This design comes from an exercise in tuning for small area, a short achievable clock period and few clock cycles per item on the open sky130 flow, not from production work. At most, simulation tests tie the RTL to the original design; equivalence was not proved. No functional check of the RTL was part of runs 1 to 3.

## flow/design.v (module list and top-level ports; edited modules follow where they fit)
// module frame_loader: 39 lines
// module affine_row: 861 lines
// module affine_stream_top: 115 lines
module affine_stream_top (
  input  logic                                aclk,
  input  logic                                aresetn,
  input  logic [4*16-1:0]   s_tdata,
  input  logic                                s_tvalid,
  output logic                                s_tready,
  input  logic                                s_tlast,
  output logic [3*16-1:0]    m_tdata,
  output logic                                m_tvalid,
  input  logic                                m_tready,
  output logic                                m_tlast
);
  // ...
==> flow/flow/run.sh <==
#!/bin/bash
# The standard layout, with one change to synthesis: Yosys's synth skips
# its quick ABC pass (-noabc) that comes before full adders are extracted, so
# the carry-save trees map onto full-adder cells without inverters between
# them. The final ABC mapping and every later step are the standard flow's own.
# The registers keep the standard synthesis's names and cell types: that
# synthesis runs first, and flow/regnames.py copies its register names over
# (they differ only in Yosys's enable-polarity suffix). If the registers do
# not match, the flow falls back to the standard layout.
set -euo pipefail
W=$(pwd)
R=$W/orfs/results/$FLOW_PLATFORM/affine_stream_top/base

# the standard synthesis, the reference for register names and cell types
bash standard.sh synth > std_synth.log 2>&1
cp "$R/1_2_yosys.v" std_1_2_yosys.v
rm -rf orfs

# this flow's synthesis
sed '1s/-noshare /-noshare -noabc /' synth_recipe.tcl > synth_noabc.tcl
grep -q -- '-nofsm -noshare -noabc' synth_noabc.tcl
sed "s#${W}/synth_recipe.tcl#${W}/synth_noabc.tcl#g" standard.sh > standard_noabc.sh
grep -q synth_noabc.tcl standard_noabc.sh
bash standard_noabc.sh "$R/1_2_yosys.v" > noabc_synth.log 2>&1

if python3 flow/regnames.py std_1_2_yosys.v "$R/1_2_yosys.v" > regnames.log 2>&1; then
  bash standard_noabc.sh > make_flow.log 2>&1
else
  rm -rf orfs
  bash standard.sh > make_flow.log 2>&1
fi
==> flow/flow/regnames.py <==
#!/usr/bin/env python3
"""regnames.py STD_NETLIST OWN_NETLIST

Give the registers of OWN_NETLIST (this flow's synthesis) the names the
standard synthesis (STD_NETLIST) gave them. Yosys names a register after its
RTL name plus a suffix for its enable and reset polarity, which depends on
how the logic in front of it was optimised; the RTL name part is the same.
Fails, changing nothing, unless both netlists hold the same registers by RTL
name, in the same cell types."""
import re, sys

FLOP = re.compile(r'^(\s*)(sky130_fd_sc_hd__(?:e?dfx|dfr|dfs|dfb|sdf|edf|dl)\w*)\s+(\\\S+|\S+)\s+\(', re.M)
SUFFIX = re.compile(r'^(.*)\$_[A-Z0-9_]+_$')

def regs(text):
    out = {}
    for m in FLOP.finditer(text):
        typ, name = m.group(2), m.group(3)
        raw = name[1:] if name.startswith('\\') else name
        s = SUFFIX.match(raw)
        base = s.group(1) if s else raw
        if base in out:
            sys.exit(f"two registers named {base}")
        out[base] = (typ, name)
    return out

std_t = open(sys.argv[1]).read()
own_t = open(sys.argv[2]).read()
std, own = regs(std_t), regs(own_t)
if set(std) != set(own):
    sys.exit(f"register sets differ: {len(std)} vs {len(own)}, "
             f"e.g. {sorted(set(std) ^ set(own))[:5]}")
bad = [b for b in std if std[b][0] != own[b][0]]
if bad:
    sys.exit(f"cell types differ for {len(bad)} registers, e.g. {bad[:5]}")
ren = {own[b][1]: std[b][1] for b in std if own[b][1] != std[b][1]}

def sub(m):
    name = m.group(3)
    return f"{m.group(1)}{m.group(2)} {ren.get(name, name)} ("
new_t = FLOP.sub(sub, own_t)
if ren:
    # a renamed register's old name must not survive anywhere else
    for old in ren:
        if re.search(re.escape(old) + r'(\s|$)', new_t):
            sys.exit(f"{old} still appears after renaming")
open(sys.argv[2], 'w').write(new_t)
print(f"{len(std)} registers, {len(ren)} renamed")
==> flow/standard.sh <==
#!/bin/bash
# synth_recipe.tcl (not shown) runs the flow's synth.tcl, then flattens the netlist and writes it again
# the make line also repeats each setting of config.mk as NAME=value (left out here)
make -C /OpenROAD-flow-scripts/flow DESIGN_CONFIG=/design/flow/config.mk WORK_HOME=/design/flow/orfs CLKGATE_MAP_FILE= SYNTH_SCRIPT=/design/flow/synth_recipe.tcl "${@:-finish}"
==> flow/config.mk <==
export PLATFORM = sky130hd
export DESIGN_NAME = affine_stream_top
export DESIGN_NICKNAME = affine_stream_top
export VERILOG_FILES = /design/flow/design.v
export SDC_FILE = /design/flow/constraint.sdc
export NUM_CORES = 4
export LEC_CHECK = 0
export ABC_AREA = 1
export CAP_MARGIN = 20
export CORE_MARGIN = 2
export CORE_UTILIZATION = 50
export SETUP_SLACK_MARGIN = 2.5
export SLEW_MARGIN = 20
==> flow/constraint.sdc <==
create_clock -name core_clock -period 6.3 [get_ports {aclk}]
set_input_delay 1.2600 -clock core_clock [delete_from_list [all_inputs] [get_ports {aclk}]]
set_output_delay 1.2600 -clock core_clock [all_outputs]
set_load 0.01 [all_outputs]
==> impl_metrics.env, run 1 <==
export IMPL_outcome="complete, no violations"
export IMPL_clock_area_frac=0.0421
export IMPL_synth_most_common_cell="nand2_1"
export IMPL_fp_coreArea_um2=113000
export IMPL_gp_congestion=1.03
export IMPL_fin_nets=6310
export IMPL_largest_reg_flops=277
export IMPL_grt_pass1_wl_mm=314
export IMPL_cp_depth=9
export IMPL_area_growth_pct=13.8
export IMPL_finalClockSkew_ps=39.5
export IMPL_num_fill_cells=9504
export IMPL_clk_latency_ps=700
export IMPL_synth_area_leaders="edfxtp_1 (35%), fa_1 (24%), xor2_1 (13%)"
export IMPL_die_h_um=341
export IMPL_ys_flop_type="edfxtp_1"
export IMPL_nMultiInputCombCells=3754
export IMPL_endpoint="g_row[2].u_row.mid_q[94]"
export IMPL_dp_cells=6618
export IMPL_async_flop_share=0.0178
export IMPL_hold_slack_ps=496
export IMPL_cts_resized=74
export IMPL_m1WireLength_mm=81.5
export IMPL_cts_buffers=79
export IMPL_grt_max_degree=164
export IMPL_setup_tns_ps=0
==> module frame_loader, before the edit <==
module frame_loader (
  input  logic                                   aclk,
  input  logic                                   aresetn,
  input  logic [4*16-1:0]      s_tdata,
  input  logic                                   s_tlast,
  input  logic                                   accept,      
  output logic                                   vec_take,    
  output logic [3*4*16-1:0] coef    
);
  logic       streaming;   
  logic [1:0] row;         
  always_ff @(posedge aclk or negedge aresetn) begin
    if (!aresetn) begin
      streaming <= 1'b0;
      row       <= 2'd0;
    end else if (accept) begin
      if (!streaming) begin
        if (row == 2'(3 - 1)) begin
          streaming <= 1'b1;
          row       <= 2'd0;
        end else begin
          row <= row + 2'd1;
        end
      end else if (s_tlast) begin
        streaming <= 1'b0;
      end
    end
  end
  logic [3*4*16-1:0] coef_n;
  always_ff @(posedge aclk) begin
    for (int r = 0; r < 3; r++) begin
      if (accept && !streaming && row == 2'(r)) begin
        coef_n[r*4*16 +: 4*16] <= ~s_tdata;
      end
    end
  end
  assign coef = ~coef_n;
  assign vec_take = accept & streaming;
endmodule
==> module affine_stream_top, before the edit <==
module affine_stream_top (
  input  logic                                aclk,
  input  logic                                aresetn,
  input  logic [4*16-1:0]   s_tdata,
  input  logic                                s_tvalid,
  output logic                                s_tready,
  input  logic                                s_tlast,
  output logic [3*16-1:0]    m_tdata,
  output logic                                m_tvalid,
  input  logic                                m_tready,
  output logic                                m_tlast
);
  localparam int LW = 16;
  localparam int BW = 4 * 16;
  logic            advance;    
  logic            accept;
  logic            vec_take;
  logic [3*BW-1:0] coef;
  logic            run;
  assign advance  = run;
  assign s_tready = advance;
  assign accept   = s_tvalid & advance;
  frame_loader u_loader (
    .aclk     (aclk),
    .aresetn  (aresetn),
    .s_tdata  (s_tdata),
    .s_tlast  (s_tlast),
    .accept   (accept),
    .vec_take (vec_take),
    .coef     (coef)
  );
  logic [63:0] bv;
  logic [95:0] bdig;
  always_comb begin
    for (int c = 0; c < 4; c++) begin
      for (int k = 0; k < 8; k++) begin
        logic b2, b1, b0;
        b2 = bv[c*16 + 2*k + 1];
        b1 = bv[c*16 + 2*k];
        if (k == 0) b0 = 1'b0;
        else        b0 = bv[c*16 + 2*k - 1];
        bdig[c*8+k]      = b1 ^ b0;                                  
        bdig[32+c*8+k]   = (b2 & ~b1 & ~b0) | (~b2 & b1 & b0);       
        bdig[64+c*8+k]   = b2;                                       
      end
    end
  end
  logic v1_valid, v1_last;
  logic v2_valid, v2_last;
  always_ff @(posedge aclk or negedge aresetn) begin
    if (!aresetn) begin
      v1_valid <= 1'b0;
      v1_last <= 1'b0;
      v2_valid <= 1'b0;
      v2_last <= 1'b0;
    end else if (advance) begin
      v1_valid <= vec_take;
      v1_last <= vec_take & s_tlast;
      v2_valid <= v1_valid;
      v2_last <= v1_last;
    end
  end
  logic [95:0] dig;
  assign bv = s_tdata;
  always_ff @(posedge aclk) begin
    if (advance) dig <= bdig;
  end
  logic [3*LW-1:0] res;    
  genvar r;
  generate
    for (r = 0; r < 3; r++) begin : g_row
      logic [LW-1:0] s_d, c_d;
      affine_row u_row (
        .aclk (aclk),
        .en   (advance),
        .one  (dig[31:0]),
        .two  (dig[63:32]),
        .neg  (dig[95:64]),
        .cf   (coef[r*BW +: BW]),
        .s    (s_d),
        .c    (c_d)
      );
      assign res[r*LW +: LW] = s_d + c_d;
    end
  endgenerate
  logic [3*LW-1:0] o1_data;
  logic                    o1_valid, o1_last;
  logic                    arrive;       
  logic                    take;         
  logic                    o1_valid_d;
  assign arrive     = advance & v2_valid;
  assign take       = ~m_tvalid | m_tready;
  assign o1_valid_d = take ? (o1_valid & arrive) : (o1_valid | arrive);
  always_ff @(posedge aclk or negedge aresetn) begin
    if (!aresetn) begin
      m_tvalid <= 1'b0;
      m_tlast  <= 1'b0;
      o1_valid <= 1'b0;
      o1_last  <= 1'b0;
      run      <= 1'b1;
    end else begin
      if (take) begin
        m_tvalid <= o1_valid | arrive;
        m_tlast  <= o1_valid ? o1_last : v2_last;
      end
      if (arrive) o1_last <= v2_last;
      o1_valid <= o1_valid_d;
      run      <= ~o1_valid_d;    
    end
  end
  always_ff @(posedge aclk) begin
    if (take)   m_tdata <= o1_valid ? o1_data : res;
    if (arrive) o1_data <= res;
  end
endmodule
==> inputs of run 2 (changes only) <==
--- a/flow/design.v
+++ b/flow/design.v
@@ -27,15 +27,13 @@
       end
     end
   end
-  logic [3*4*16-1:0] coef_n;
   always_ff @(posedge aclk) begin
     for (int r = 0; r < 3; r++) begin
       if (accept && !streaming && row == 2'(r)) begin
-        coef_n[r*4*16 +: 4*16] <= ~s_tdata;
+        coef[r*4*16 +: 4*16] <= s_tdata;
       end
     end
   end
-  assign coef = ~coef_n;
   assign vec_take = accept & streaming;
 endmodule
 `timescale 1ns/1ns
@@ -919,8 +917,7 @@
   logic            accept;
   logic            vec_take;
   logic [3*BW-1:0] coef;
-  logic            run;
-  assign advance  = run;
+  assign advance  = ~m_tvalid | m_tready;
   assign s_tready = advance;
   assign accept   = s_tvalid & advance;
   frame_loader u_loader (
@@ -956,19 +953,24 @@
       v1_last <= 1'b0;
       v2_valid <= 1'b0;
       v2_last <= 1'b0;
+      m_tvalid <= 1'b0;
+      m_tlast <= 1'b0;
     end else if (advance) begin
       v1_valid <= vec_take;
       v1_last <= vec_take & s_tlast;
       v2_valid <= v1_valid;
       v2_last <= v1_last;
+      m_tvalid <= v2_valid;
+      m_tlast <= v2_last;
     end
   end
-  logic [95:0] dig;
-  assign bv = s_tdata;
+  logic [BW-1:0] v1;
   always_ff @(posedge aclk) begin
-    if (advance) dig <= bdig;
+    if (advance) v1 <= s_tdata;
   end
-  logic [3*LW-1:0] res;    
+  logic [95:0] dig;
+  assign bv  = v1;
+  assign dig = bdig;
   genvar r;
   generate
     for (r = 0; r < 3; r++) begin : g_row
@@ -983,36 +985,9 @@
         .s    (s_d),
         .c    (c_d)
       );
-      assign res[r*LW +: LW] = s_d + c_d;
-    end
-  endgenerate
-  logic [3*LW-1:0] o1_data;
-  logic                    o1_valid, o1_last;
-  logic                    arrive;       
-  logic                    take;         
-  logic                    o1_valid_d;
-  assign arrive     = advance & v2_valid;
-  assign take       = ~m_tvalid | m_tready;
-  assign o1_valid_d = take ? (o1_valid & arrive) : (o1_valid | arrive);
-  always_ff @(posedge aclk or negedge aresetn) begin
-    if (!aresetn) begin
-      m_tvalid <= 1'b0;
-      m_tlast  <= 1'b0;
-      o1_valid <= 1'b0;
-      o1_last  <= 1'b0;
-      run      <= 1'b1;
-    end else begin
-      if (take) begin
-        m_tvalid <= o1_valid | arrive;
-        m_tlast  <= o1_valid ? o1_last : v2_last;
+      always_ff @(posedge aclk) begin
+        if (advance) m_tdata[r*LW +: LW] <= s_d + c_d;
       end
-      if (arrive) o1_last <= v2_last;
-      o1_valid <= o1_valid_d;
-      run      <= ~o1_valid_d;    
     end
-  end
-  always_ff @(posedge aclk) begin
-    if (take)   m_tdata <= o1_valid ? o1_data : res;
-    if (arrive) o1_data <= res;
-  end
+  endgenerate
 endmodule
==> flow/run.sh (new file) <==
#!/bin/bash
# synth_recipe.tcl (not shown) runs the flow's synth.tcl, then flattens the netlist and writes it again
# the make line also repeats each setting of config.mk as NAME=value (left out here)
make -C /OpenROAD-flow-scripts/flow DESIGN_CONFIG=/design/flow/config.mk WORK_HOME=/design/flow/orfs CLKGATE_MAP_FILE= SYNTH_SCRIPT=/design/flow/synth_recipe.tcl finish
--- a/flow/config.mk
+++ b/flow/config.mk
@@ -8,6 +8,5 @@
 export ABC_AREA = 1
 export CAP_MARGIN = 20
 export CORE_MARGIN = 2
-export CORE_UTILIZATION = 50
-export SETUP_SLACK_MARGIN = 2.5
+export CORE_UTILIZATION = 40
 export SLEW_MARGIN = 20
removed: flow/flow/run.sh
removed: flow/flow/regnames.py
removed: flow/standard.sh
==> run 2 against run 1 <==
Still clean on timing, DRC and antenna. Area after synthesis shrank 1.8%. Cell count up 9.8%. Non-clock buffer count shrank 197. Critical path depth rose by 4. Fmax down 23%. First-iteration DRC count decreased by 4.5%. Global-route usage down 7.6 points. Largest cell class unchanged. Highest routed layer unchanged.
==> impl_metrics.env, run 2 <==
export IMPL_path_cells="inv_2 -> nand3_1 -> nand2_2 -> inv_1 -> buf_4 -> o22ai_1 -> xor2_1 -> fa_1 -> inv_1 -> fa_1 -> fa_1 -> inv_1 -> fa_1"
export IMPL_cts_htree_levels=3
export IMPL_crit_type="flop to flop"
export IMPL_busiest_layer="met2"
export IMPL_yosys_area_top_type="edfxtp_1"
export IMPL_start_util=0.401
export IMPL_fin_nets=6532
export IMPL_finalSetupViolCount=0
export IMPL_top_regs="g_row.u_row.mid_q: 277 flops, u_loader.coef: 192 flops, v1: 64 flops"
export IMPL_clock_root_buffer="clkbuf_16"
export IMPL_syn_avg_cell_area_um2=9.80
export IMPL_fin_cells=7656
export IMPL_postCtsSetupRepairBufs=0
export IMPL_vias_per_cell=5.66
export IMPL_largest_reg_flops=277
export IMPL_die_w_um=378
export IMPL_worstPathArrival_ps=5560
export IMPL_fp_coreArea_um2=139000
export IMPL_worst_path_most_repeated_cell="fa_1"
export IMPL_dp_hpwl_mm=170
export IMPL_top_register="g_row.u_row.mid_q"
export IMPL_cap_violations=0
export IMPL_setup_slack_ps=1210
export IMPL_reg2reg_from="v1[7]"
export IMPL_grt_overflow_total=0
export IMPL_use_met1=0.404
export IMPL_ioPinCount=120
export IMPL_grt_pass1_vias=42500
export IMPL_wl_per_cell_um=28.8
export IMPL_area_growth_pct=10.2
export IMPL_hold_violations=0
export IMPL_ys_warn_count=3
export IMPL_cp_depth=13
export IMPL_worst_pin_slew_ps=1350
export IMPL_endpoint="g_row[1].u_row.mid_q[76]"
export IMPL_cts_buffers=77
export IMPL_cts_sinks=590
export IMPL_hold_slack_ps=463
export IMPL_clockBufferDepth=3
export IMPL_cts_resized=0
export IMPL_crit_required_ps=6760
export IMPL_synth_distinct_cells=53
export IMPL_synth_commonest_cells="inv_1 (1086), xor2_1 (800), nand2_1 (735), o22ai_1 (669), fa_1 (642)"
export IMPL_yosysTopAreaCellShare=0.313
export IMPL_setup_tns_ps=0
export IMPL_mostFrequentLayoutCells="inv_1 (1084), xor2_1 (800), nand2_1 (734)"
export IMPL_finalClockSkew_ps=54.8
export IMPL_die_area_um2=143000
export IMPL_end_kind="flop"
export IMPL_first_pass_iters=8
export IMPL_syn_num_nets=6513
export IMPL_async_flop_share=0.0153
export IMPL_tritoncts="done"
export IMPL_synth_seq_cells=590
export IMPL_grt_max_degree=157
export IMPL_clk_latency_ps=730
export IMPL_crit_fanout=17
export IMPL_outcome="complete, no violations"
export IMPL_path_clk_slew_ps=70
export IMPL_antenna_left=0
export IMPL_max_stage_delay_ps=710
export IMPL_slew_headroom=0.0894
export IMPL_maxClockFrequency_mhz=196
export IMPL_min_period_ps=5090
export IMPL_grt_pass1_wl_mm=312
export IMPL_place_ws_ps=1350
export IMPL_drt_iter0_drc=5666
export IMPL_path_buf_inv=5
export IMPL_cp_slowest_cell="edfxtp_1"
export IMPL_grt_usage=0.310
export IMPL_drcViolationCount=0
export IMPL_met2_usage=0.460
export IMPL_min_from="v2_valid"
export IMPL_critPathTopFamily="adder cells"
export IMPL_synth_edf_count=581
export IMPL_met3_usage=0.0902
export IMPL_start_kind="flop"
export IMPL_startpoint="v1[7]"
export IMPL_num_rows=137
export IMPL_mostFrequentLayoutCell="inv_1"
export IMPL_finalMaxSlewViolations=0
export IMPL_synth_area_leaders="edfxtp_1 (31%), fa_1 (23%), xor2_1 (13%)"
export IMPL_io_buffers=119
export IMPL_gp_congestion=1.02
export IMPL_synth_most_common_cell="inv_1"
export IMPL_rr_worst_depth=13
export IMPL_drive_gt1_frac=0.0680
export IMPL_rsz0062_at_grt="no"
export IMPL_vias=43300
export IMPL_ys_flop_type="edfxtp_1"
export IMPL_cts_hold_buf=0
export IMPL_synth_seq_area_share=0.317
export IMPL_r2r_end="g_row[1].u_row.mid_q[76]"
export IMPL_hold_class="flop to flop"
export IMPL_syn_area_um2=55800
export IMPL_die_h_um=378
export IMPL_syn_inst=5697
export IMPL_dp_cells=7513
export IMPL_drt_total_wl_mm=221
export IMPL_r2r_slack_ps=1210
export IMPL_period_share=0.808
export IMPL_antenna_found_initial=5
==> run 2: changes by cell type after synthesis, sizes merged, moves of 16 or more <==
cell	delta
xor2	-40
fa	-42
inv	+697
edfxtp	-80
nand2	-89
clkbuf	-21
nand3	+51
o211ai	+25
xnor2	+16
o21ai	+74
o22ai	-42
ha	-46
==> run 2: per-layer routing <==
metal / part of all wire / wire, um / vias to the layer above
met4: 0.069 / 15200 / 6
met3: 0.12 / 26500 / 574
met5: 0.00048 / 105 / -
met1: 0.38 / 84200 / 21400
li1: - / - / 18300
met2: 0.43 / 94500 / 2967
==> run 2: cells by family after synthesis <==
kind of cell | synth area share
buffers and inverters | 0.105
flip-flops | 0.317
adder cells (fa/ha/maj) | 0.254
AO/OA/AOI/OAI | 0.0982
multiplexers | 0.000538
XOR/XNOR | 0.142
AND/OR/NAND/NOR | 0.0843
==> run 2: final cells by class <==
class	instances	area [um2]
fillers	13300	77500
diodes	2	5.00
inverters	1169	4430
repair buffers	233	2070
flip-flops and latches	590	17700
clock buffers	93	2070
clock inverters	48	547
well taps	1876	2350
multi-input cells	3645	32300
==> run 2: how the worst min path moves through the flow <==
stage          slack [ps]  endpoint  cells past startpoint
2_1_floorplan         420  m_tvalid                      2
3_3_place_gp          440  m_tvalid                      2
3_5_place_dp          450  m_tvalid                      2
4_1_cts               480  m_tvalid                      2
5_1_grt               530  m_tvalid                      2
6_report              460  m_tvalid                      2
==> run 2: worst reg2reg max path, delay by kind of cell, from the launching register on <==
family | cells | cell delay (ps)
buffers and inverters | 5 | 1580
and+or+nand+nor | 2 | 330
DFF | 1 | 710
xor gates and xnor gates | 1 | 200
adders and majority gates | 4 | 1960
AOI/OAI and AO/OA | 1 | 100
==> run 2: stage by stage <==
step / utilization / area [um2]
finish: 0.442 / 61500
global route: 0.442 / 61500
CTS: 0.442 / 61500
detailed placement: 0.423 / 58900
global placement: 0.423 / 58900
floorplan: - / 55800
==> inputs of run 3 (changes only) <==
--- a/flow/config.mk
+++ b/flow/config.mk
@@ -8,5 +8,6 @@
 export ABC_AREA = 1
 export CAP_MARGIN = 20
 export CORE_MARGIN = 2
-export CORE_UTILIZATION = 40
+export CORE_UTILIZATION = 50
+export SETUP_SLACK_MARGIN = 1.5
 export SLEW_MARGIN = 20
==> run 3 against run 2 <==
First-iteration DRC count grew 3.9%. Core utilization up 11 points. Count of clock-buffer cells in the layout is 8 lower. Final area shrank 1.0%. Routed wire length decreased by 3.5%. Area after synthesis is the same. Sequential share of layout area rose by 0.29 points. Fmax grew 7.8%. Critical path depth is 1 higher. Worst setup slack better by 370 ps.
==> impl_metrics.env, run 3 <==
export IMPL_outcome="complete, no violations"
export IMPL_synth_seq_area_share=0.317
export IMPL_worst_pin_slew_ps=1170
export IMPL_drcViolationCount=0
export IMPL_fin_nets=6520
export IMPL_worst_path_most_repeated_cell="fa_1"
export IMPL_grt_overflow_total=0
export IMPL_cap_violations=0
export IMPL_place_ws_ps=1220
export IMPL_yosys_area_top_type="edfxtp_1"
export IMPL_synth_edf_count=581
export IMPL_ioPinCount=120
export IMPL_crit_type="flop to flop"
export IMPL_cts_sinks=590
export IMPL_mostFrequentLayoutCells="inv_1 (1082), xor2_1 (800), nand2_1 (728)"
export IMPL_synth_most_common_cell="inv_1"
export IMPL_grt_usage=0.376
export IMPL_gp_congestion=1.06
export IMPL_drt_total_wl_mm=213
export IMPL_grt_pass1_wl_mm=301
export IMPL_mostFrequentLayoutCell="inv_1"
export IMPL_clk_latency_ps=690
export IMPL_maxClockFrequency_mhz=212
export IMPL_drt_iter0_drc=5887
export IMPL_min_period_ps=4730
export IMPL_finalSetupViolCount=0
export IMPL_fin_util=0.550
export IMPL_grt_pass1_vias=41400
export IMPL_finalClockSkew_ps=37.4
export IMPL_io_buffers=119
export IMPL_setup_slack_ps=1570
export IMPL_cp_slowest_cell="fa_1"
export IMPL_synth_commonest_cells="inv_1 (1086), xor2_1 (800), nand2_1 (735), o22ai_1 (669), fa_1 (642)"
export IMPL_syn_num_nets=6513
export IMPL_hold_violations=0
export IMPL_yosysTopAreaCellShare=0.313
export IMPL_slew_headroom=0.209
export IMPL_wl_per_cell_um=29.3
export IMPL_clockBufferDepth=3
export IMPL_vias=42700
export IMPL_first_pass_iters=6
export IMPL_max_stage_delay_ps=590
export IMPL_die_h_um=338
export IMPL_end_kind="flop"
export IMPL_rsz0062_at_grt="yes"
export IMPL_cts_htree_levels=3
export IMPL_start_util=0.504
export IMPL_grt_max_degree=146
export IMPL_tritoncts="done"
export IMPL_largest_reg_flops=277
export IMPL_synth_area_leaders="edfxtp_1 (31%), fa_1 (23%), xor2_1 (13%)"
export IMPL_die_area_um2=114000
export IMPL_cts_buffers=73
export IMPL_vias_per_cell=5.89
export IMPL_period_share=0.750
export IMPL_die_w_um=338
export IMPL_area_growth_pct=9.06
export IMPL_syn_area_um2=55800
export IMPL_syn_avg_cell_area_um2=9.80
export IMPL_crit_fanout=14
export IMPL_setup_tns_ps=0
export IMPL_cts_hold_buf=0
export IMPL_path_clk_slew_ps=60
export IMPL_worstPathArrival_ps=5150
export IMPL_finalMaxSlewViolations=0
export IMPL_num_fill_cells=9900
export IMPL_fp_coreArea_um2=111000
export IMPL_synth_seq_cells=590
export IMPL_dp_hpwl_mm=166
export IMPL_ys_flop_type="edfxtp_1"
export IMPL_clock_root_buffer="clkbuf_16"
export IMPL_num_rows=122
export IMPL_path_cells="buf_4 -> nand2_1 -> inv_1 -> nand2_1 -> o21ai_2 -> inv_1 -> buf_4 -> o22ai_1 -> xor2_1 -> fa_1 -> fa_1 -> fa_1 -> fa_1 -> xnor2_1"
export IMPL_top_regs="g_row.u_row.mid_q: 277 flops, u_loader.coef: 192 flops, v1: 64 flops"
export IMPL_antenna_left=0
export IMPL_start_kind="flop"
export IMPL_synth_distinct_cells=53
export IMPL_hold_class="flop to flop"
export IMPL_ys_warn_count=3
export IMPL_drive_gt1_frac=0.0671
export IMPL_async_flop_share=0.0153
export IMPL_top_register="g_row.u_row.mid_q"
export IMPL_crit_required_ps=6720
export IMPL_antenna_found_initial=7
export IMPL_syn_inst=5697
## run 3: cell counts after synthesis
No cell type changed its count.
## run 3: cell families (layout without fill, tap and decap cells)
family,count (synthesis),count (layout),share of synthesized area
AOI/OAI and AO/OA,887,887,0.0982
xor gates and xnor gates,902,902,0.142
adders and majority gates,747,747,0.254
buffers and inverters,1462,1529,0.105
DFF,590,590,0.317
muxes,3,3,0.000538
other,0,3,0
and+or+nand+nor,1106,1106,0.0843
## run 3: path summary, 6_finish.rpt
path,from,end,slack (ps),cells after the start
max in group asynchronous,aresetn,u_loader.row[1],5110,1
min in group asynchronous,aresetn,v2_valid,890,1
min reg2reg,v2_valid,m_tvalid,460,2
max reg2reg,v1[53],g_row[0].u_row.mid_q[94],1570,14
min,v2_valid,m_tvalid,460,2
max,v1[53],g_row[0].u_row.mid_q[94],1570,14
## run 3: area by class of cell
type | count | area (um2) | share of cell area
timing repair buffer | 225 | 2070 | 0.0340
tap | 1488 | 1860 | 0.0306
inverter | 1169 | 4440 | 0.0729
multi-input combinational | 3645 | 32400 | 0.532
sequential | 590 | 17700 | 0.290
antenna | 3 | 7.51 | 0.000123
clock inverter | 50 | 579 | 0.00952
clock buffer | 85 | 1870 | 0.0308
## run 3: layer usage
| metal | share of wire | wire length, um | GRT usage |
|---|---|---|---|
| met1 | 0.38 | 80700 | 0.489 |
| met2 | 0.42 | 89800 | 0.551 |
| met3 | 0.13 | 27300 | 0.124 |
| met4 | 0.070 | 14900 | 0.217 |
| met5 | 0.00018 | 39 | 0 |
## run 3: what timing repair did
| item | CTS | global route |
|---|---|---|
| cloned | 0 | 0 |
| buffers inserted | 5 | 11 |
| endpoints found under the setup margin | 18 | 26 |
| resized for setup | 0 | 15 |
## run 3: worst max-delay path, delay by kind of cell, from the launching register on
kind            cells  cell delay, ps
buf+inv             4            1100
flops               1             550
compound gates      2             210
fa+ha+maj           4            2120
xor+xnor            2             320
simple gates        2             160
## run 3: stage by stage
stage               cells  hold WS [ps]  cell area [um2]
floorplan            5697           420            55800
global placement     7100           440            58200
detailed placement   7100           456            58200
CTS                  7240           470            60700
global route         7252           492            60900
finish               7255           461            60900
==> inputs of run 4 (changes only) <==
--- a/flow/design.v
+++ b/flow/design.v
@@ -27,13 +27,15 @@
       end
     end
   end
+  logic [3*4*16-1:0] coef_n;
   always_ff @(posedge aclk) begin
     for (int r = 0; r < 3; r++) begin
       if (accept && !streaming && row == 2'(r)) begin
-        coef[r*4*16 +: 4*16] <= s_tdata;
+        coef_n[r*4*16 +: 4*16] <= ~s_tdata;
       end
     end
   end
+  assign coef = ~coef_n;
   assign vec_take = accept & streaming;
 endmodule
 `timescale 1ns/1ns
@@ -964,13 +966,11 @@
       m_tlast <= v2_last;
     end
   end
-  logic [BW-1:0] v1;
+  logic [95:0] dig;
+  assign bv = s_tdata;
   always_ff @(posedge aclk) begin
-    if (advance) v1 <= s_tdata;
+    if (advance) dig <= bdig;
   end
-  logic [95:0] dig;
-  assign bv  = v1;
-  assign dig = bdig;
   genvar r;
   generate
     for (r = 0; r < 3; r++) begin : g_row
--- a/flow/config.mk
+++ b/flow/config.mk
@@ -9,5 +9,5 @@
 export CAP_MARGIN = 20
 export CORE_MARGIN = 2
 export CORE_UTILIZATION = 50
-export SETUP_SLACK_MARGIN = 1.5
+export SETUP_SLACK_MARGIN = 2.5
 export SLEW_MARGIN = 20
==> run 4 against run 3 <==
Area after synthesis up 1.9%. Sequential cell count up 32. Highest routed layer unchanged. Still clean on timing, DRC and antenna. Global-route usage about the same. Critical endpoint is now g_row[0].u_row.mid_q[88]. Worst setup slack better by 840 ps. Die area up 1.9%. Synthesized cell count up 2.4%. Via count up 4.0%. Critical path depth down 6. Sequential share of layout area about the same.
==> impl_metrics.env, run 4 <==
export IMPL_outcome="complete, no violations"
export IMPL_finalMaxSlewViolations=0
export IMPL_reg2reg_from="u_loader.coef_n[19]"
export IMPL_async_flop_share=0.0145
export IMPL_syn_avg_cell_area_um2=9.75
export IMPL_min_period_ps=3880
export IMPL_vias_per_cell=5.90
export IMPL_start_util=0.505
export IMPL_io_buffers=119
export IMPL_antenna_found_initial=7
export IMPL_crit_required_ps=6740
export IMPL_clk_latency_ps=700
export IMPL_num_rows=123
export IMPL_antenna_left=0
export IMPL_wl_per_cell_um=29.3
export IMPL_mostFrequentLayoutCells="inv_1 (1119), xor2_1 (835), nand2_1 (760)"
export IMPL_ys_flop_type="edfxtp_1"
export IMPL_drive_gt1_frac=0.0922
export IMPL_crit_type="flop to flop"
export IMPL_yosysTopAreaCellShare=0.324
export IMPL_syn_inst=5835
export IMPL_grt_max_degree=146
export IMPL_die_h_um=341
export IMPL_drt_iter0_drc=5764
export IMPL_tritoncts="done"
export IMPL_drcViolationCount=0
export IMPL_min_from="v2_valid"
export IMPL_r2r_end="g_row[0].u_row.mid_q[88]"
export IMPL_cts_sinks=622
export IMPL_path_clk_slew_ps=60
export IMPL_worst_pin_slew_ps=976
export IMPL_top_regs="g_row.u_row.mid_q: 277 flops, u_loader.coef_n: 192 flops, dig: 96 flops"
export IMPL_fin_nets=6783
export IMPL_fin_area_um2=64100
export IMPL_crit_fanout=13
export IMPL_synth_edf_count=613
export IMPL_start_kind="flop"
export IMPL_grt_pass1_wl_mm=310
export IMPL_end_kind="flop"
export IMPL_hold_violations=0
export IMPL_placed_area_um2=59400
export IMPL_grt_overflow_total=0
export IMPL_finalClockSkew_ps=51.7
export IMPL_top_register="g_row.u_row.mid_q"
export IMPL_cts_buffers=78
export IMPL_syn_area_um2=56900
export IMPL_grt_pass1_vias=43600
export IMPL_synth_seq_area_share=0.328
export IMPL_whs_endpoint="m_tvalid"
export IMPL_dp_cells=7228
export IMPL_syn_num_nets=6651
export IMPL_cap_violations=0
export IMPL_yosys_area_top_type="edfxtp_1"
export IMPL_cts_htree_levels=3
export IMPL_whs_path_depth=2
export IMPL_fin_util=0.569
export IMPL_r2r_slack_ps=2420
export IMPL_period_share=0.616
export IMPL_vias=44400
export IMPL_clockBufferDepth=3
export IMPL_mostFrequentLayoutCell="inv_1"
export IMPL_first_pass_iters=7
export IMPL_worstPathArrival_ps=4320
export IMPL_synth_most_common_cell="inv_1"
export IMPL_cts_hold_buf=0
export IMPL_clock_root_buffer="clkbuf_16"
export IMPL_rsz0062_at_grt="yes"
export IMPL_fin_cells=7532
export IMPL_setup_tns_ps=0
export IMPL_synth_distinct_cells=40
export IMPL_die_area_um2=116000
export IMPL_finalSetupViolCount=0
export IMPL_synth_area_leaders="edfxtp_1 (32%), fa_1 (23%), xor2_1 (13%)"
export IMPL_die_w_um=341
export IMPL_area_growth_pct=12.7
export IMPL_grt_usage=0.377
export IMPL_dp_hpwl_mm=163
export IMPL_synth_seq_cells=622
export IMPL_drt_total_wl_mm=220
export IMPL_gp_congestion=0.995
export IMPL_synth_commonest_cells="inv_1 (1150), xor2_1 (843), nand2_1 (762), o22ai_1 (715), fa_1 (642)"
export IMPL_slew_headroom=0.349
export IMPL_ys_warn_count=3
export IMPL_hold_class="flop to flop"
export IMPL_ioPinCount=120
export IMPL_largest_reg_flops=277
export IMPL_rr_worst_depth=8
export IMPL_maxClockFrequency_mhz=258
export IMPL_fp_coreArea_um2=113000
## run 4: timing repair
| action | in CTS | in global routing |
|---|---|---|
| buffers inserted | 88 | 65 |
| gates resized for setup | 84 | 107 |
| endpoints found under the hold margin | 0 | 0 |
| endpoints found under the setup margin | 93 | 65 |
| gates cloned | 5 | 1 |
| pin swaps | 12 | 20 |
## run 4: critical path, cell delays in order (launching register included)
cell and delay (ps):
edfxtp_1 960, o22ai_1 220, xor2_1 210, fa_1 620, inv_1 90, fa_1 530, fa_1 450, fa_2 540
inv_1 40
## run 4: layout make-up
cell class,instances,area [um2]
Clock buffer,89,2060
Sequential cell,622,18600
Tap cell,1500,1880
Fill cell,9899,48600
Timing Repair Buffer,361,3350
Multi-Input combinational cell,3674,32700
Clock inverter,53,572
Timing Repair inverter,5,35.0
Antenna cell,3,7.51
Inverter,1225,4810
## run 4: logic make-up after synthesis
group           Yosys count  synth area share
buf+inv                1539             0.104
xor+xnor                959             0.149
simple gates           1086            0.0760
flops                   622             0.328
fa+ha+maj               747             0.249
compound gates          882            0.0947
## run 4: worst max path at each step
stage,startpoint,to,slack [ps]
5_1_grt,dig[2],g_row[2].u_row.mid_q[89],2410
3_3_place_gp,dig[10],g_row[1].u_row.mid_q[94],1940
6_report,u_loader.coef_n[19],g_row[0].u_row.mid_q[88],2420
2_1_floorplan,m_tready,u_loader.row[0],-2190
4_1_cts,dig[42],g_row[1].u_row.mid_q[94],2440
3_5_place_dp,dig[10],g_row[1].u_row.mid_q[94],1920
## run 4: metrics by stage
stage	worst slack (ps)	hold WS [ps]
floorplan	-2190	411
global placement	1940	446
detailed placement	1920	448
CTS	2440	466
global route	2410	482
finish	2420	458
## run 4: layer usage
metal | track usage | part of all wire | routed length [um] | vias up
li1 | - | - | - | 18900
met4 | 0.257 | 0.083 | 18200 | 10
met5 | 0 | 0.00030 | 66 | -
met2 | 0.551 | 0.42 | 93400 | 3011
met3 | 0.118 | 0.13 | 27800 | 740
met1 | 0.479 | 0.37 | 80900 | 21800
Testbench counts of run 4, summed over its fixed seeds: cycles 3,993, items 3,393.
==> inputs of run 5 (changes only) <==
==> flow/flow/run.sh (new file) <==
#!/bin/bash
# The standard layout, with one change to synthesis: Yosys's synth skips its
# quick ABC pass (-noabc) before full adders are extracted, so the
# carry-save trees map onto full-adder cells without inverters between
# them. Everything else, the final ABC mapping included, is the standard flow's own.
set -euo pipefail
W=$(pwd)
sed '1s/-noshare /-noshare -noabc /' synth_recipe.tcl > synth_noabc.tcl
grep -q -- '-nofsm -noshare -noabc' synth_noabc.tcl
sed "s#${W}/synth_recipe.tcl#${W}/synth_noabc.tcl#g" standard.sh > standard_noabc.sh
grep -q synth_noabc.tcl standard_noabc.sh
bash standard_noabc.sh > make_flow.log 2>&1
==> flow/standard.sh (new file) <==
#!/bin/bash
# synth_recipe.tcl (not shown) runs the flow's synth.tcl, then flattens the netlist and writes it again
# the make line also repeats each setting of config.mk as NAME=value (left out here)
make -C /OpenROAD-flow-scripts/flow DESIGN_CONFIG=/design/flow/config.mk WORK_HOME=/design/flow/orfs CLKGATE_MAP_FILE= SYNTH_SCRIPT=/design/flow/synth_recipe.tcl "${@:-finish}"
--- a/flow/config.mk
+++ b/flow/config.mk
@@ -8,6 +8,5 @@
 export ABC_AREA = 1
 export CAP_MARGIN = 20
 export CORE_MARGIN = 2
-export CORE_UTILIZATION = 50
-export SETUP_SLACK_MARGIN = 2.5
+export CORE_UTILIZATION = 40
 export SLEW_MARGIN = 20
removed: flow/run.sh
==> run 5 against run 4 <==
Still clean. Area after synthesis shrank 5.1%. Global-route usage fell by 7.4 points. Routed wire length decreased by 6.0%. Cell count decreased by 12%. Sequential share of layout area rose by 2.2 points. Worst hold slack worse by 1.0 ps. Die area grew 18%. Largest cell class unchanged. Highest routed layer unchanged.
==> impl_metrics.env, run 5 <==
export IMPL_grt_max_degree=143
export IMPL_synth_area_leaders="edfxtp_1 (34%), fa_1 (25%), xor2_1 (13%)"
export IMPL_largest_reg_flops=277
export IMPL_synth_commonest_cells="xor2_1 (827), o22ai_1 (720), fa_1 (684), nand2_1 (619), edfxtp_1 (613)"
export IMPL_rsz0062_at_grt="no"
export IMPL_drt_iter0_drc=5691
export IMPL_cap_violations=0
export IMPL_yosysTopAreaCellShare=0.341
export IMPL_mostFrequentLayoutCell="xor2_1"
export IMPL_gp_congestion=1.00
export IMPL_drcViolationCount=0
export IMPL_met2_usage=0.433
export IMPL_finalClockSkew_ps=57.5
export IMPL_top_register="g_row.u_row.mid_q"
export IMPL_maxClockFrequency_mhz=206
export IMPL_ys_flop_type="edfxtp_1"
export IMPL_die_h_um=371
export IMPL_cp_slowest_cell="nor2_1"
export IMPL_max_stage_delay_ps=720
export IMPL_io_buffers=119
export IMPL_worstPathArrival_ps=3590
export IMPL_synth_distinct_cells=42
export IMPL_period_share=0.770
export IMPL_mostFrequentLayoutCells="xor2_1 (827), o22ai_1 (720), fa_1 (684)"
export IMPL_start_kind="primary input"
export IMPL_worst_pin_slew_ps=1200
export IMPL_postCtsSetupRepairBufs=0
export IMPL_syn_num_nets=5724
export IMPL_fp_coreArea_um2=134000
export IMPL_die_area_um2=138000
export IMPL_drt_total_wl_mm=207
export IMPL_crit_fanout=142
export IMPL_hold_violations=0
export IMPL_met3_usage=0.0882
export IMPL_die_w_um=371
export IMPL_crit_type="primary input to output port"
export IMPL_crit_required_ps=5040
export IMPL_grt_pass1_wl_mm=293
export IMPL_synth_seq_area_share=0.345
export IMPL_async_flop_share=0.0145
export IMPL_ys_warn_count=3
export IMPL_clk_latency_ps=740
export IMPL_area_growth_pct=10.2
export IMPL_drive_gt1_frac=0.0569
export IMPL_hold_class="flop to flop"
export IMPL_dp_hpwl_mm=159
export IMPL_cts_buffers=77
export IMPL_worst_path_most_repeated_cell="clkdlybuf4s50_1"
export IMPL_use_met1=0.404
export IMPL_fin_cells=6632
export IMPL_finalMaxSlewViolations=0
export IMPL_path_cells="clkdlybuf4s50_1 -> nor2_1 -> clkinv_16 -> clkdlybuf4s50_1"
export IMPL_path_clk_slew_ps=50
export IMPL_cts_sinks=622
export IMPL_syn_inst=4820
export IMPL_grt_pass1_vias=39100
export IMPL_clock_root_buffer="clkbuf_16"
export IMPL_wl_per_cell_um=31.2
export IMPL_finalSetupViolCount=0
export IMPL_ioPinCount=120
export IMPL_critPathTopFamily="buffers and inverters"
export IMPL_busiest_layer="met2"
export IMPL_antenna_left=0
export IMPL_dp_cells=6490
export IMPL_diodes=0
export IMPL_start_util=0.404
export IMPL_cts_htree_levels=3
export IMPL_vias=39400
export IMPL_clockBufferDepth=3
export IMPL_top_regs="g_row.u_row.mid_q: 277 flops, u_loader.coef_n: 192 flops, dig: 96 flops"
export IMPL_grt_overflow_total=0
export IMPL_num_rows=134
export IMPL_min_period_ps=4850
export IMPL_cts_hold_buf=0
export IMPL_tritoncts="done"
export IMPL_end_kind="output port"
export IMPL_cts_resized=0
export IMPL_yosys_area_top_type="edfxtp_1"
export IMPL_path_buf_inv=3
export IMPL_syn_avg_cell_area_um2=11.2
export IMPL_synth_most_common_cell="xor2_1"
export IMPL_synth_seq_cells=622
export IMPL_vias_per_cell=5.93
export IMPL_outcome="complete, no violations"
export IMPL_synth_edf_count=613
export IMPL_fin_nets=5706
export IMPL_slew_headroom=0.197
export IMPL_setup_tns_ps=0
export IMPL_syn_area_um2=54000
export IMPL_first_pass_iters=7
export IMPL_grt_usage=0.303
export IMPL_antenna_found_initial=9
-- run 5: through the flow --
step                      setup slack (ps)  cell area, um2  utilization  hold WS [ps]
after floorplan                       -725           54000            -           420
after global placement                1230           56900        0.426           443
after detailed placement              1170           56900        0.426           456
after CTS                             1340           59500        0.445           465
after global routing                  1250           59500        0.445           491
final                                 1450           59500        0.445           457
-- run 5: area by class of cell --
| cell class | instances | area [um2] |
|---|---|---|
| flip-flops and latches | 622 | 18600 |
| clock inverters | 59 | 628 |
| multi-input cells | 3470 | 32500 |
| clock buffers | 82 | 1970 |
| fillers | 12400 | 74100 |
| repair buffers | 217 | 1980 |
| inverters | 414 | 1580 |
| well taps | 1768 | 2210 |
-- run 5: cell families (layout without fill, tap and decap cells) --
group | count (synthesis) | after routing | synth area share
and+or+nand+nor | 839 | 839 | 0.0612
DFF | 622 | 622 | 0.345
AOI/OAI and AO/OA | 856 | 856 | 0.0974
adders and majority gates | 835 | 835 | 0.289
buffers and inverters | 728 | 772 | 0.0533
xor gates and xnor gates | 940 | 940 | 0.154
-- run 5: metal layers --
metal,up-vias,part of all wire
met5,-,0.00025
met4,10,0.077
met3,600,0.12
met2,2715,0.42
met1,19700,0.38
li1,16300,-
-- run 5: final timing paths --
kind	startpoint	to	slack [ps]	cells after the start
worst max-delay path	m_tready	s_tready	1450	4
worst min-delay path	v2_valid	m_tvalid	460	2
worst max register to register	dig[19]	g_row[2].u_row.mid_q[94]	1700	8
worst min register to register	v2_valid	m_tvalid	460	2
max in group asynchronous	aresetn	u_loader.streaming	5150	1
min in group asynchronous	aresetn	v1_valid	860	1
-- run 5: worst reg2reg max path, delay by kind of cell (launching register included) --
family,cells,cell delay [ps]
AOI/OAI and AO/OA,1,530
xor gates and xnor gates,2,380
adders and majority gates,4,2050
buffers and inverters,1,870
DFF,1,510
==> inputs of run 6 (changes only) <==
--- a/flow/config.mk
+++ b/flow/config.mk
@@ -8,5 +8,6 @@
 export ABC_AREA = 1
 export CAP_MARGIN = 20
 export CORE_MARGIN = 2
-export CORE_UTILIZATION = 40
+export CORE_UTILIZATION = 50
+export SETUP_SLACK_MARGIN = 2.5
 export SLEW_MARGIN = 20
==> run 6 against run 5 <==
Still clean on timing, DRC and antenna. Worst setup slack improved by 1000 ps. Synthesized cell count did not move. Clock skew fell by 4.5 ps. Die area fell by 20%. Via count rose by 2.1%. First-iteration DRC count rose by 3.6%. Cell count fell by 3.6%. Critical endpoint is now g_row[1].u_row.mid_q[94].
==> impl_metrics.env, run 6 <==
export IMPL_grt_pass1_wl_mm=293
export IMPL_synth_area_leaders="edfxtp_1 (34%), fa_1 (25%), xor2_1 (13%)"
export IMPL_cts_buffers=76
export IMPL_grt_pass1_vias=39800
export IMPL_clockBufferDepth=3
export IMPL_r2r_slack_ps=2460
export IMPL_worst_path_most_repeated_cell="fa_1"
export IMPL_top_layer="met5"
export IMPL_setup_tns_ps=0
export IMPL_cp_depth=9
export IMPL_max_stage_delay_ps=550
export IMPL_slew_headroom=0.217
export IMPL_largest_reg_flops=277
export IMPL_min_period_ps=3840
export IMPL_tritoncts="done"
export IMPL_fin_util=0.566
export IMPL_crit_fanout=4
export IMPL_hold_violations=0
export IMPL_synth_edf_count=613
export IMPL_finalSetupViolCount=0
export IMPL_crit_required_ps=6720
export IMPL_num_rows=120
export IMPL_drt_total_wl_mm=208
export IMPL_maxClockFrequency_mhz=260
export IMPL_endpoint="g_row[1].u_row.mid_q[94]"
export IMPL_m1WireLength_mm=77.5
export IMPL_fp_coreArea_um2=107000
export IMPL_syn_inst=4820
export IMPL_vias=40200
export IMPL_drive_gt1_frac=0.0970
export IMPL_ys_warn_count=3
export IMPL_mostFrequentLayoutCell="xor2_1"
export IMPL_wl_per_cell_um=32.6
export IMPL_path_clk_slew_ps=60
export IMPL_async_flop_share=0.0145
export IMPL_rsz0062_at_grt="yes"
export IMPL_startpoint="dig[34]"
export IMPL_grt_overflow_total=0
export IMPL_synth_commonest_cells="xor2_1 (827), o22ai_1 (720), fa_1 (684), nand2_1 (619), edfxtp_1 (613)"
export IMPL_yosysTopAreaCellShare=0.341
export IMPL_die_w_um=333
export IMPL_path_buf_inv=1
export IMPL_grt_usage=0.376
export IMPL_antenna_left=0
export IMPL_cts_sinks=622
export IMPL_worstPathArrival_ps=4270
export IMPL_gp_congestion=1.02
export IMPL_first_pass_iters=6
export IMPL_hold_class="flop to flop"
export IMPL_area_growth_pct=12.3
export IMPL_synth_distinct_cells=42
export IMPL_wl_met2_mm=88.7
export IMPL_die_h_um=333
export IMPL_top_regs="g_row.u_row.mid_q: 277 flops, u_loader.coef_n: 192 flops, dig: 96 flops"
export IMPL_cap_violations=0
export IMPL_worst_pin_slew_ps=1170
export IMPL_yosys_area_top_type="edfxtp_1"
export IMPL_crit_type="flop to flop"
export IMPL_synth_most_common_cell="xor2_1"
export IMPL_syn_area_um2=54000
export IMPL_outcome="complete, no violations"
export IMPL_rr_worst_depth=9
export IMPL_reg2reg_from="dig[34]"
export IMPL_ioPinCount=120
export IMPL_met3_length_mm=26.7
export IMPL_mostFrequentLayoutCells="xor2_1 (822), o22ai_1 (713), fa_1 (660)"
export IMPL_clock_root_buffer="clkbuf_16"
export IMPL_cp_slowest_cell="fa_1"
export IMPL_grt_max_degree=158
export IMPL_path_cells="clkinvlp_2 -> o22ai_1 -> xor2_1 -> fa_1 -> ha_1 -> fa_1 -> fa_1 -> fa_1 -> xor2_1"
export IMPL_antenna_found_initial=3
export IMPL_finalMaxSlewViolations=0
export IMPL_critPathTopFamily="adder cells"
export IMPL_period_share=0.610
export IMPL_synth_seq_area_share=0.345
export IMPL_fin_nets=5836
export IMPL_drcViolationCount=0
export IMPL_r2r_end="g_row[1].u_row.mid_q[94]"
export IMPL_diodes=0
export IMPL_syn_avg_cell_area_um2=11.2
export IMPL_clk_latency_ps=700
export IMPL_io_buffers=119
export IMPL_dp_hpwl_mm=156
export IMPL_synth_seq_cells=622
export IMPL_drt_iter0_drc=5897
export IMPL_start_util=0.504
export IMPL_finalClockSkew_ps=53.0
export IMPL_cts_htree_levels=3
export IMPL_vias_per_cell=6.28
export IMPL_top_register="g_row.u_row.mid_q"
export IMPL_start_kind="flop"
export IMPL_end_kind="flop"
export IMPL_syn_num_nets=5724
export IMPL_die_area_um2=111000
export IMPL_ys_flop_type="edfxtp_1"
run 6: per-layer routing:
metal | track usage | vias to the layer above
li1 | - | 16500
met1 | 0.503 | 20200
met4 | 0.223 | 2
met2 | 0.549 | 2869
met3 | 0.103 | 562
met5 | 0 | -
run 6: how the worst min path moves through the flow:
stage             start  endpoint  slack, ps  cells after the start
6_report       v2_valid  m_tvalid        460                      2
5_1_grt        v2_valid  m_tvalid        500                      2
4_1_cts        v2_valid  m_tvalid        470                      2
3_5_place_dp   v2_valid  m_tvalid        460                      2
3_3_place_gp    v2_last   m_tlast        460                      2
2_1_floorplan  v2_valid  m_tvalid        420                      2
run 6: cell type report:
type / instances / area (um2)
clock buffer: 88 / 2010
clock inverter: 48 / 449
fill: 9107 / 46500
inverter: 414 / 1750
multi-input combinational: 3470 / 32800
sequential: 622 / 18600
tap: 1403 / 1760
timing repair buffer: 338 / 3090
timing repair inverter: 10 / 68.8
run 6: tightest hold or removal path: cells and delay by family (launching register included):
family | cells | cell delay (ps)
and+or+nand+nor | 1 | 70
DFF | 1 | 310
buffers and inverters | 1 | 40
run 6: kinds of logic (layout without fill, tap and decap cells):
| family | count (synthesis) | in the layout | share of synthesized area |
|---|---|---|---|
| adder cells (fa/ha/maj) | 835 | 835 | 0.289 |
| AND/OR/NAND/NOR | 839 | 839 | 0.0612 |
| AO/OA/AOI/OAI | 856 | 856 | 0.0974 |
| XOR/XNOR | 940 | 940 | 0.154 |
| flip-flops | 622 | 622 | 0.345 |
| buffers and inverters | 728 | 898 | 0.0533 |
run 6: stage by stage:
step	cells	area [um2]	worst slack (ps)	hold WS [ps]
2_1_floorplan	4820	54000	2510	420
3_3_place_gp	6110	56300	1780	461
3_5_place_dp	6110	56300	1800	463
4_1_cts	6347	59900	2290	469
5_1_grt	6393	60600	2420	496
6_report	6393	60600	2460	455
run 6: timing repair:
| item | CTS | global route |
|---|---|---|
| pin swaps | 6 | 45 |
| endpoints found under the setup margin | 128 | 58 |
| cloned | 7 | 3 |
| buffers inserted | 94 | 43 |
| resized for setup | 82 | 76 |
| hold buffers | 0 | 0 |
==> inputs of run 7 (changes only) <==
--- a/flow/config.mk
+++ b/flow/config.mk
@@ -8,6 +8,6 @@
 export ABC_AREA = 1
 export CAP_MARGIN = 20
 export CORE_MARGIN = 2
-export CORE_UTILIZATION = 50
-export SETUP_SLACK_MARGIN = 2.5
+export CORE_UTILIZATION = 55
+export SETUP_SLACK_MARGIN = 3.3
 export SLEW_MARGIN = 20
==> run 7 against run 6 <==
Still clean on timing, DRC and antenna. Clock skew is 17 ps lower. Core utilization rose by 12 points. Synthesized cell count unchanged. Non-clock buffer count increased by 302. Worst setup slack improved by 110 ps. Fmax increased by 3.0%. Critical path type unchanged. Critical endpoint is now g_row[0].u_row.mid_q[94].
==> impl_metrics.env, run 7 <==
export IMPL_tritoncts="done"
export IMPL_dp_cells=5977
export IMPL_hold_violations=0
export IMPL_mostFrequentLayoutCells="xor2_1 (753), o22ai_1 (655), edfxtp_1 (613)"
export IMPL_slew_headroom=0.204
export IMPL_antenna_found_initial=8
export IMPL_start_kind="flop"
export IMPL_wl_per_cell_um=34.2
export IMPL_drcViolationCount=0
export IMPL_drt_total_wl_mm=225
export IMPL_top_regs="g_row.u_row.mid_q: 277 flops, u_loader.coef_n: 192 flops, dig: 96 flops"
export IMPL_max_stage_delay_ps=530
export IMPL_path_cells="clkinvlp_4 -> buf_8 -> clkbuf_16 -> o22ai_4 -> xor2_2 -> fa_2 -> ha_4 -> fa_1 -> fa_2 -> fa_2 -> xor2_1"
export IMPL_fin_cells=6586
export IMPL_async_flop_share=0.0145
export IMPL_hold_class="flop to flop"
export IMPL_dp_hpwl_mm=156
export IMPL_syn_inst=4820
export IMPL_syn_num_nets=5724
export IMPL_synth_most_common_cell="xor2_1"
export IMPL_ioPinCount=120
export IMPL_setup_slack_ps=2570
export IMPL_first_pass_iters=8
export IMPL_start_util=0.557
export IMPL_top_register="g_row.u_row.mid_q"
export IMPL_cp_slowest_cell="edfxtp_1"
export IMPL_synth_edf_count=613
export IMPL_synth_area_leaders="edfxtp_1 (34%), fa_1 (25%), xor2_1 (13%)"
export IMPL_yosysTopAreaCellShare=0.341
export IMPL_crit_required_ps=6710
export IMPL_outcome="complete, no violations"
export IMPL_fin_nets=6152
export IMPL_grt_max_degree=81
export IMPL_clock_root_buffer="clkbuf_16"
export IMPL_clk_latency_ps=680
export IMPL_grt_usage=0.444
export IMPL_syn_area_um2=54000
export IMPL_path_buf_inv=3
export IMPL_min_period_ps=3730
export IMPL_critPathTopFamily="adder cells"
export IMPL_fp_coreArea_um2=97000
export IMPL_largest_reg_flops=277
export IMPL_end_kind="flop"
export IMPL_syn_avg_cell_area_um2=11.2
export IMPL_clockBufferDepth=3
export IMPL_grt_pass1_vias=41600
export IMPL_ys_flop_type="edfxtp_1"
export IMPL_worst_pin_slew_ps=1190
export IMPL_place_ws_ps=2010
export IMPL_synth_commonest_cells="xor2_1 (827), o22ai_1 (720), fa_1 (684), nand2_1 (619), edfxtp_1 (613)"
export IMPL_gp_congestion=1.00
export IMPL_die_h_um=317
export IMPL_synth_seq_area_share=0.345
export IMPL_cts_htree_levels=3
export IMPL_grt_pass1_wl_mm=308
export IMPL_maxClockFrequency_mhz=268
export IMPL_io_buffers=119
export IMPL_synth_distinct_cells=42
export IMPL_vias_per_cell=6.49
export IMPL_antenna_left=0
export IMPL_setup_tns_ps=0
export IMPL_die_w_um=317
export IMPL_cts_buffers=73
export IMPL_drive_gt1_frac=0.233
export IMPL_rsz0062_at_grt="yes"
export IMPL_num_rows=114
export IMPL_yosys_area_top_type="edfxtp_1"
export IMPL_period_share=0.592
export IMPL_finalMaxSlewViolations=0
export IMPL_die_area_um2=101000
export IMPL_path_clk_slew_ps=60
export IMPL_synth_seq_cells=622
export IMPL_area_growth_pct=23.7
export IMPL_finalSetupViolCount=0
export IMPL_vias=42700
export IMPL_fin_util=0.688
export IMPL_ys_warn_count=3
export IMPL_worstPathArrival_ps=4150
export IMPL_mostFrequentLayoutCell="xor2_1"
export IMPL_worst_path_most_repeated_cell="fa_2"
export IMPL_crit_fanout=4
export IMPL_cap_violations=0
export IMPL_grt_overflow_total=0
export IMPL_finalClockSkew_ps=36.1
export IMPL_drt_iter0_drc=6217
export IMPL_crit_type="flop to flop"
export IMPL_cts_sinks=622
[run 7: layout make-up]
cell class / count / area [um2]
Clock buffer: 86 / 1940
Sequential cell: 622 / 18600
Tap cell: 1276 / 1600
Inverter: 414 / 2030
Multi-Input combinational cell: 3472 / 35200
Fill cell: 7279 / 30200
Antenna cell: 5 / 12.5
Timing Repair inverter: 25 / 210
Clock inverter: 46 / 489
Timing Repair Buffer: 640 / 6700
[run 7: repair_timing]
| action | CTS | global route |
|---|---|---|
| gates resized for setup | 444 | 282 |
| gates cloned | 28 | 9 |
| endpoints found under the setup margin | 490 | 335 |
| buffers inserted | 316 | 119 |
| hold buffers | 0 | 0 |
| pin swaps | 158 | 193 |
[run 7: logic make-up (layout without fill, tap and decap cells)]
logic type / count (synthesis) / count (layout) / synth area share
other: 0 / 5 / 0
adders and majority gates: 835 / 835 / 0.289
and+or+nand+nor: 839 / 841 / 0.0612
xor gates and xnor gates: 940 / 940 / 0.154
AOI/OAI and AO/OA: 856 / 856 / 0.0974
DFF: 622 / 622 / 0.345
buffers and inverters: 728 / 1211 / 0.0533
[run 7: worst register-to-register path: stages (launching register included)]
cell and delay, ps:
edfxtp_1 530, clkinvlp_4 200, buf_8 170, clkbuf_16 170, o22ai_4 180, xor2_2 120, fa_2 440, ha_4 180
fa_1 520, fa_2 450, fa_2 350, xor2_1 160
[run 7: final timing paths]
check	startpoint	endpoint	slack, ps	cells after the start
setup / recovery	dig[2]	g_row[0].u_row.mid_q[94]	2570	11
hold / removal	v2_valid	m_tvalid	460	2
setup reg to reg	dig[2]	g_row[0].u_row.mid_q[94]	2570	11
hold reg to reg	v2_valid	m_tvalid	460	2
max in group asynchronous	aresetn	u_loader.row[1]	5120	1
min in group asynchronous	aresetn	m_tlast	900	1
[run 7: layer usage]
metal	vias up	part of all wire	global-route usage
met3	903	0.15	0.174
met4	8	0.088	0.282
li1	17200	-	-
met1	21100	0.35	0.566
met2	3581	0.42	0.634
met5	-	0.00027	0
[run 7: stage by stage]
stage	hold slack [ps]	instance area [um2]
floorplan	420	55200
global placement	450	56500
detailed placement	450	56500
CTS	466	64300
global route	512	66700
finish	461	66800

## what the ideal ports hide
The flow's constraints put no driver on any port. The routed layouts listed below were extracted and timed again, unchanged, in two steps. Step 1: set_driving_cell puts a clkbuf_16 on aclk and a buf_2 on each other input, an assumption about the parent block. Step 2 adds t to the input delays and takes it off the output delays; t is the mean of the earliest and latest rising clock arrival at the registers after step 1. Input paths then give back, and output paths get back, about the clock's delay inside the block. a / b / c = ideal ports / drivers / drivers and shift; a / b = the first two.
run	t (ns)	slack for setup (ns)	worst slew at a driven data input, ns	pins driven straight from the clock port
run 1	0.750	2.386 / 2.386 / 2.386	0.06	1
run 2	0.778	1.207 / 1.207 / 1.207	0.06	1
run 3	0.750	1.573 / 1.573 / 1.573	0.05	1
run 4	0.754	2.418 / 2.418 / 2.341	0.05	1
run 5	0.786	1.451 / 1.430 / 1.218	0.07	1
run 6	0.752	2.457 / 2.457 / 2.062	0.05	1
run 7	0.736	2.569 / 2.569 / 2.569	0.06	1
After both steps setup and hold are still met in every run listed. For run 6, which loses most, drivers alone change the setup slack by 0.000 ns; drivers and shift together by -0.395 ns.
